From an optimization exercise on the open Yosys and OpenROAD flow, aimed at small area; shortcuts taken in it are not production practice.
Where RTL was checked, it was by simulation tests only, not by an equivalence proof against the original.
No driver is modelled on the clock port, so clocking that relies on it looks cheaper here than on a real chip.
No activity file was given, so power comes from the tool's default toggle rates.

==> inputs of exp/umber <==
Design icape2_responder, start of the top module:
module icape2_responder #(
    parameter logic [31:0] IDCODE   = 32'h0362D093,
    parameter int unsigned READ_LAT = 3
) (
    input  logic        i_clk,
    input  logic        i_reset,
    input  logic        i_csib,
    input  logic        i_rdwrb,
    input  logic [31:0] i_data,
    output logic [31:0] o_data,
    output logic        o_synced,
    output logic        o_iprog,
    output logic [31:0] o_wbstar,
    output logic        o_err
);
==> flow/config.mk <==
export PLATFORM = sky130hd
export DESIGN_NAME = icape2_responder
export DESIGN_NICKNAME = icape2_responder
export VERILOG_FILES = /design/flow/design.v
export SDC_FILE = /design/flow/constraint.sdc
export NUM_CORES = 4
export LEC_CHECK = 0
export CAP_MARGIN = 20
export CORE_MARGIN = 2
export CORE_UTILIZATION = 65
export PLACE_DENSITY = 0.75
export SLEW_MARGIN = 20
export SYNTH_HIERARCHICAL = 1
export SYNTH_MINIMUM_KEEP_SIZE = 0
==> flow/constraint.sdc <==
create_clock -name core_clock -period 10.0 [get_ports {i_clk}]
set_input_delay 2.0000 -clock core_clock [delete_from_list [all_inputs] [get_ports {i_clk}]]
set_output_delay 2.0000 -clock core_clock [all_outputs]
set_load 0.01 [all_outputs]
standard.sh (not shown) runs the stock make flow with config.mk's settings and CLKGATE_MAP_FILE= SYNTH_SCRIPT=/design/flow/synth_recipe.tcl, a recipe that flattens the netlist after the stock synthesis.
==> flow/flow/run.sh <==
#!/bin/bash
# Layout flow: the standard ORFS flow (standard.sh, which also runs the
# standard synthesis script) with
#  - ABC mapping with choice computation and more area recovery, without its
#    buffering and upsizing passes (abc.script replaces abc_speed.script in
#    a copy of the ORFS scripts folder); the registers are mapped before
#    ABC runs, so they are the standard synthesis's;
#  - a lighter clock tree: no dummy loads, small clusters of clkbuf_4, and
#    clock buffers upsized afterwards only where a flip-flop clock pin's
#    slew is above target (post_cts.tcl);
#  - buf_1 port buffers.
set -euo pipefail
here=$(pwd)
rm -rf "$here/orfs_scripts"
cp -r "$FLOW_HOME/scripts" "$here/orfs_scripts"
cp "$here/flow/abc.script" "$here/orfs_scripts/abc_speed.script"
cts_args="-sink_clustering_enable -repair_clock_nets -dont_use_dummy_load"
cts_args+=" -buf_list sky130_fd_sc_hd__clkbuf_4"
cts_args+=" -sink_clustering_size 10 -sink_clustering_max_diameter 50"
bash standard.sh \
  "SCRIPTS_DIR=$here/orfs_scripts" \
  "CTS_ARGS=$cts_args" \
  "POST_CTS_TCL=$here/flow/post_cts.tcl" \
  "BUFFER_PORTS_ARGS=-buffer_cell sky130_fd_sc_hd__buf_1" \
  finish > "$here/orfs_flow.log" 2>&1
==> flow/flow/abc.script <==
&get -n
&st
&dch -f
&nf -R 1000
&put
&get -n
&st
&dch -f
&nf -R 1000
&put
topo
stime -c
dnsize -c
==> flow/flow/post_cts.tcl <==
# Upsize clock buffers whose flip-flop clock pins see a slew above the
# target, then legalise the placement again.
set clk_slew_target 0.103
set clk_sizes {sky130_fd_sc_hd__clkbuf_1 sky130_fd_sc_hd__clkbuf_2 sky130_fd_sc_hd__clkbuf_4 sky130_fd_sc_hd__clkbuf_8 sky130_fd_sc_hd__clkbuf_16}
estimate_parasitics -placement
for {set iter 0} {$iter < 6} {incr iter} {
  set bad [dict create]
  set worst 0
  foreach p [get_pins -hierarchical */CLK] {
    set s [expr max([get_property $p slew_max_rise], [get_property $p slew_max_fall])]
    if {$s > $worst} { set worst $s }
    if {$s > $clk_slew_target} {
      set net [get_nets -of_objects $p]
      foreach d [get_pins -of_objects $net -filter "direction==output"] {
        dict set bad [get_full_name [get_cells -of_objects $d]] 1
      }
    }
  }
  puts "post_cts: pass $iter worst clock pin slew $worst, [dict size $bad] drivers to upsize"
  if {[dict size $bad] == 0} { break }
  set changed 0
  foreach name [dict keys $bad] {
    set inst [get_cells $name]
    set ref [get_property $inst ref_name]
    set i [lsearch $clk_sizes $ref]
    if {$i >= 0 && $i < [llength $clk_sizes] - 1} {
      replace_cell $inst [lindex $clk_sizes [expr $i + 1]]
      incr changed
    }
  }
  if {$changed == 0} { break }
  estimate_parasitics -placement
}
detailed_placement
check_placement -verbose
==> exp/xenon (differences from exp/umber) <==
==> flow/flow/run.sh (replaced) <==
#!/bin/bash
# Layout flow: the standard ORFS flow (standard.sh, which also runs the
# standard synthesis script) with
#  - ABC's final mapping run with more area recovery and without its
#    buffering and upsizing passes (abc.script replaces abc_speed.script in
#    a copy of the ORFS scripts folder); the registers are mapped before
#    ABC runs, so they are the standard synthesis's;
#  - a lighter clock tree: no dummy loads, small clusters of clkbuf_4, and
#    clock buffers upsized afterwards only where a flip-flop clock pin's
#    slew is above target (post_cts.tcl);
#  - buf_2 port buffers.
set -euo pipefail
here=$(pwd)
rm -rf "$here/orfs_scripts"
cp -r "$FLOW_HOME/scripts" "$here/orfs_scripts"
cp "$here/flow/abc.script" "$here/orfs_scripts/abc_speed.script"
cts_args="-sink_clustering_enable -repair_clock_nets -dont_use_dummy_load"
cts_args+=" -buf_list sky130_fd_sc_hd__clkbuf_4"
cts_args+=" -sink_clustering_size 10 -sink_clustering_max_diameter 50"
bash standard.sh \
  "SCRIPTS_DIR=$here/orfs_scripts" \
  "CTS_ARGS=$cts_args" \
  "POST_CTS_TCL=$here/flow/post_cts.tcl" \
  "BUFFER_PORTS_ARGS=-buffer_cell sky130_fd_sc_hd__buf_2" \
  finish > "$here/orfs_flow.log" 2>&1
==> flow/flow/abc.script (replaced) <==
&get -n
&st
&dch
&nf
&st
&syn2
&if -g -K 6
&synch2
&nf
&st
&syn2
&if -g -K 6
&synch2
&nf
&st
&syn2
&if -g -K 6
&synch2
&nf
&st
&syn2
&if -g -K 6
&synch2
&nf
&st
&syn2
&if -g -K 6
&synch2
&nf -R 1000
&put
topo
stime -c
dnsize -c
--- a/flow/flow/post_cts.tcl
+++ b/flow/flow/post_cts.tcl
@@ -1,9 +1,9 @@
 # Upsize clock buffers whose flip-flop clock pins see a slew above the
 # target, then legalise the placement again.
-set clk_slew_target 0.103
+set clk_slew_target 0.105
 set clk_sizes {sky130_fd_sc_hd__clkbuf_1 sky130_fd_sc_hd__clkbuf_2 sky130_fd_sc_hd__clkbuf_4 sky130_fd_sc_hd__clkbuf_8 sky130_fd_sc_hd__clkbuf_16}
 estimate_parasitics -placement
 for {set iter 0} {$iter < 6} {incr iter} {
   set bad [dict create]
   set worst 0
   foreach p [get_pins -hierarchical */CLK] {
==> exp/lagoon (differences from exp/umber) <==
--- a/flow/design.v
+++ b/flow/design.v
@@ -159,13 +159,13 @@
         end else begin
             r_count <= r_count ^ w_borrow;
         end
     end
     always_ff @(posedge i_clk) begin
         if (i_reset || (w_wr_word && r_addr == c_ADDR_WBSTAR)) begin
-            r_wbstar <= w_wd;
+            r_wbstar <= i_data & {32{!i_reset}};
         end
     end
     always_comb begin
         case (r_addr)
             5'd29:   w_slot = 5'(c_ADDR_STAT);
             5'd30:   w_slot = 5'(c_ADDR_IDCODE);
@@ -181,13 +181,13 @@
     assign w_in_ring  = (r_addr != c_ADDR_STAT) && (r_addr != c_ADDR_IDCODE) &&
                         (r_addr != c_ADDR_WBSTAR);
     assign w_odd_next = !w_pos[0] && (w_pos != 5'(N_SLOT - 1));
     assign w_direct   = w_wr_word && w_in_ring && !w_odd_next;
     assign w_commit   = w_direct || r_pend;
     assign w_clr      = i_reset || r_rst_q;
-    assign w_wd       = w_clr ? 32'd0 : (w_wr_word ? i_data : r_buf);
+    assign w_wd       = w_clr ? 32'd0 : (w_direct ? i_data : r_buf);
     always_ff @(posedge i_clk) begin
         r_rst_q <= i_reset;
         if (i_reset) begin
             r_pend  <= 1'b0;
             r_phase <= '0;
         end else begin
@@ -226,49 +226,46 @@
     always_ff @(posedge i_clk) begin
         for (int j = 0; j < N_SLOT; j++) begin
             r_ring[j] <= w_ring_d[j];
         end
     end
     logic [7:0]  w_tap_sel;
-    logic        w_sel_ring, w_sel_idc, w_sel_stat, w_sel_wbs;
-    logic        w_rd_cap, w_hold;
-    assign w_rd_cap   = w_rdst && !i_reset;
-    assign w_sel_ring = w_in_ring && w_rd_cap;
-    assign w_sel_idc  = (r_addr == c_ADDR_IDCODE) && w_rd_cap;
-    assign w_sel_stat = (r_addr == c_ADDR_STAT) && w_rd_cap;
-    assign w_sel_wbs  = (r_addr == c_ADDR_WBSTAR) && w_rd_cap;
-    assign w_hold     = !(i_reset || (w_rdst && (w_tap_hit || !w_in_ring)));
     always_comb begin
         for (int i = 0; i < 8; i++) begin
-            w_tap_sel[i] = w_at[4 * i] && w_sel_ring;
+            w_tap_sel[i] = w_at[4 * i];
         end
     end
     assign w_tap_hit = |w_tap_sel;
     icape2_tap u_tap (
-        .i_sel(w_tap_sel), .i_sel_wbs(w_sel_wbs), .i_wbs(r_wbstar),
-        .i_hold(w_hold), .i_q(r_odata),
+        .i_sel(w_tap_sel),
         .i_d0(r_ring[0]),  .i_d1(r_ring[4]),  .i_d2(r_ring[8]),  .i_d3(r_ring[12]),
         .i_d4(r_ring[16]), .i_d5(r_ring[20]), .i_d6(r_ring[24]), .i_d7(r_ring[28]),
         .o_q(w_tap)
     );
     always_ff @(posedge i_clk) begin
         r_buf <= i_data;
     end
-    assign w_rd_raw = w_tap | (f_swap(IDCODE) & {32{w_sel_idc}}) |
-                      (f_swap(32'd1) & {32{w_sel_stat}});
+    always_comb begin
+        if (r_addr == c_ADDR_IDCODE)      w_rd_raw = f_swap(IDCODE);
+        else if (r_addr == c_ADDR_STAT)   w_rd_raw = f_swap(32'd1);
+        else if (r_addr == c_ADDR_WBSTAR) w_rd_raw = r_wbstar;
+        else                              w_rd_raw = w_tap;
+    end
     always_ff @(posedge i_clk) begin
         if (i_reset) begin
             r_ones <= 1'b0;
         end else if (w_ones) begin
             r_ones <= 1'b1;
         end else if (w_rd_data) begin
             r_ones <= 1'b0;
         end
     end
     always_ff @(posedge i_clk) begin
-        r_odata <= w_rd_raw;
+        if (i_reset || (w_rdst && (w_tap_hit || !w_in_ring))) begin
+            r_odata <= w_rd_raw & {32{!i_reset}};
+        end
     end
     assign o_data = r_odata | {32{r_ones}};
 endmodule
 module icape2_port (
     input  logic        i_sel,
     input  logic        i_sel_n,
@@ -286,34 +283,15 @@
     output logic [31:0] o_d
 );
     assign o_d = ~(({32{i_sel}} | i_prev) & ({32{i_sel_n}} | i_wd));
 endmodule
 module icape2_tap (
     input  logic [7:0]  i_sel,
-    input  logic        i_hold,
-    input  logic [31:0] i_q,
-    input  logic        i_sel_wbs,
-    input  logic [31:0] i_wbs,
     input  logic [31:0] i_d0, i_d1, i_d2, i_d3, i_d4, i_d5, i_d6, i_d7,
     output logic [31:0] o_q
 );
-    logic [31:0] w_g0_n, w_g1_n, w_g2_n;
-    icape2_aoi222 u_g0 (.i_a(i_d0), .i_sa(i_sel[0]), .i_b(i_d1), .i_sb(i_sel[1]),
-                        .i_c(i_d2), .i_sc(i_sel[2]), .o_y_n(w_g0_n));
-    icape2_aoi222 u_g1 (.i_a(i_d3), .i_sa(i_sel[3]), .i_b(i_d4), .i_sb(i_sel[4]),
-                        .i_c(i_d5), .i_sc(i_sel[5]), .o_y_n(w_g1_n));
-    icape2_aoi222 u_g2 (.i_a(i_d6), .i_sa(i_sel[6]), .i_b(i_d7), .i_sb(i_sel[7]),
-                        .i_c(i_wbs), .i_sc(i_sel_wbs), .o_y_n(w_g2_n));
-    assign o_q = ~(w_g0_n & w_g1_n & w_g2_n & ~(i_q & {32{i_hold}}));
-endmodule
-module icape2_aoi222 (
-    input  logic [31:0] i_a,
-    input  logic        i_sa,
-    input  logic [31:0] i_b,
-    input  logic        i_sb,
-    input  logic [31:0] i_c,
-    input  logic        i_sc,
-    output logic [31:0] o_y_n
-);
-    assign o_y_n = ~((i_a & {32{i_sa}}) | (i_b & {32{i_sb}}) | (i_c & {32{i_sc}}));
+    assign o_q = (i_d0 & {32{i_sel[0]}}) | (i_d1 & {32{i_sel[1]}}) |
+                 (i_d2 & {32{i_sel[2]}}) | (i_d3 & {32{i_sel[3]}}) |
+                 (i_d4 & {32{i_sel[4]}}) | (i_d5 & {32{i_sel[5]}}) |
+                 (i_d6 & {32{i_sel[6]}}) | (i_d7 & {32{i_sel[7]}});
 endmodule
 `default_nettype wire
==> flow/flow/run.sh (replaced) <==
#!/bin/bash
# Layout flow: the standard ORFS flow (standard.sh, which also runs the
# standard synthesis) with a lighter clock tree: no dummy loads, small
# clusters of clkbuf_4, and clock buffers upsized afterwards only where a
# flip-flop clock pin's slew is above target (post_cts.tcl).
set -euo pipefail
here=$(pwd)
cts_args="-sink_clustering_enable -repair_clock_nets -dont_use_dummy_load"
cts_args+=" -buf_list sky130_fd_sc_hd__clkbuf_4"
cts_args+=" -sink_clustering_size 10 -sink_clustering_max_diameter 50"
bash standard.sh \
  "CTS_ARGS=$cts_args" \
  "POST_CTS_TCL=$here/flow/post_cts.tcl" \
  finish > "$here/orfs_flow.log" 2>&1
--- a/flow/flow/post_cts.tcl
+++ b/flow/flow/post_cts.tcl
@@ -1,9 +1,9 @@
 # Upsize clock buffers whose flip-flop clock pins see a slew above the
 # target, then legalise the placement again.
-set clk_slew_target 0.103
+set clk_slew_target 0.110
 set clk_sizes {sky130_fd_sc_hd__clkbuf_1 sky130_fd_sc_hd__clkbuf_2 sky130_fd_sc_hd__clkbuf_4 sky130_fd_sc_hd__clkbuf_8 sky130_fd_sc_hd__clkbuf_16}
 estimate_parasitics -placement
 for {set iter 0} {$iter < 6} {incr iter} {
   set bad [dict create]
   set worst 0
   foreach p [get_pins -hierarchical */CLK] {
Settings changed: CORE_UTILIZATION 65 to 40, PLACE_DENSITY 0.75 to unset.
removed: flow/flow/abc.script
==> exp/yarrow (differences from exp/umber) <==
--- a/flow/flow/run.sh
+++ b/flow/flow/run.sh
@@ -1,17 +1,17 @@
 #!/bin/bash
 # Layout flow: the standard ORFS flow (standard.sh, which also runs the
 # standard synthesis script) with
-#  - ABC mapping with choice computation and more area recovery, without its
+#  - ABC's final mapping run with more area recovery and without its
 #    buffering and upsizing passes (abc.script replaces abc_speed.script in
 #    a copy of the ORFS scripts folder); the registers are mapped before
 #    ABC runs, so they are the standard synthesis's;
 #  - a lighter clock tree: no dummy loads, small clusters of clkbuf_4, and
 #    clock buffers upsized afterwards only where a flip-flop clock pin's
 #    slew is above target (post_cts.tcl);
-#  - buf_1 port buffers.
+#  - buf_2 port buffers.
 set -euo pipefail
 here=$(pwd)
 rm -rf "$here/orfs_scripts"
 cp -r "$FLOW_HOME/scripts" "$here/orfs_scripts"
 cp "$here/flow/abc.script" "$here/orfs_scripts/abc_speed.script"
 cts_args="-sink_clustering_enable -repair_clock_nets -dont_use_dummy_load"
==> flow/flow/abc.script (replaced) <==
&get -n
&st
&dch
&nf
&st
&syn2
&if -g -K 6
&synch2
&nf
&st
&syn2
&if -g -K 6
&synch2
&nf
&st
&syn2
&if -g -K 6
&synch2
&nf
&st
&syn2
&if -g -K 6
&synch2
&nf
&st
&syn2
&if -g -K 6
&synch2
&nf -R 1000
&put
topo
stime -c
dnsize -c
Settings changed: GPL_TIMING_DRIVEN set to 0.
==> comparison table <==
quantity                                               exp/yarrow  exp/lagoon   exp/xenon   exp/umber
Register area                                           21800 µm²   22100 µm²   21800 µm²   21800 µm²
Slowest stage delay, CP                                   0.25 ns     0.60 ns     0.19 ns     0.35 ns
Total die area                                          46700 µm²   83200 µm²   46700 µm²   46500 µm²
Number of non-clock buffers in the layout                     172         162         146         181
Design area                                             33400 µm²   35200 µm²   32100 µm²   32100 µm²
Total number of multi-input combinational cells              1066        1392        1066        1097
Number of vias per cell                                      6.95        6.12        6.85        6.69
Met2 routed WL                                            39.6 mm     50.2 mm     39.9 mm     37.8 mm
Number of clock buffers in the layout                         117         120         117         118
Number of instances in the synthesized netlist               2223        2690        2223        2252
Synthesized net count                                        2295        2762        2295        2324
Launching point of the worst reg2reg path              r_state[2]   r_addr[4]  r_state[2]   r_addr[2]
Layout cell share with drive strength beyond 1              9.28%       11.2%       11.8%       8.90%
Worst hold slack after final layout                      0.272 ns    0.252 ns    0.273 ns    0.269 ns
Actual transition at the worst max-transition pin        0.978 ns     1.18 ns     1.23 ns     1.25 ns
Number of flops mapped to enable cells by yosys                32          64          32          32
# fillers                                                    2747        7410        3106        3027
Outcome                                  timing/DRC/antenna clean  timing/DRC/antenna clean  timing/DRC/antenna clean  timing/DRC/antenna clean
Adder-cell area share of the yosys netlist                  1.56%       1.42%       1.56%       1.57%
Power density normalized to cell area                  210 nW/µm²  215 nW/µm²  215 nW/µm²  228 nW/µm²
Fraction of the mapped netlist area in compound gates       15.9%       16.8%       15.9%       15.9%
Via count                                                   21600       23600       21100       21000
No functional check of the RTL was part of exp/lagoon.

==> afterwards: timing with drivers on the ports <==
The results above use ideal ports. As a check the final layouts listed here were re-extracted and re-timed, cells and wires unchanged.
Step 1 sets driving cells, clkbuf_16 on the clock port and buf_2 on the other inputs (assumed; they add their load-dependent delay and slew).
Step 2 also shifts input and output timing later by t, the mid clock arrival at the registers, as if the neighbouring blocks saw the same clock.
a / b / c = ideal ports / drivers / drivers and shift; a / b = the first two.
run | shift t [ns] | setup WS [ns] | worst setup path at the end | clock arrival spread, ns | worst slew at a driven data input, ns
exp/umber | 0.947 | 2.294 / 2.330 / 1.383 | input to register | 0.098 / 0.098 | 0.06
exp/xenon | 0.932 | 3.384 / 3.418 / 2.486 | input to register | 0.083 / 0.083 | 0.09
exp/lagoon | 1.005 | 2.885 / 2.899 / 1.894 | input to register | 0.128 / 0.128 | 0.05
exp/yarrow | 0.926 | 2.919 / 2.951 / 2.025 | input to register | 0.077 / 0.076 | 0.10
After both steps every run listed still meets setup and hold. For exp/lagoon, which loses most, drivers alone change the setup slack by +0.014 ns; drivers and shift together by -0.991 ns.
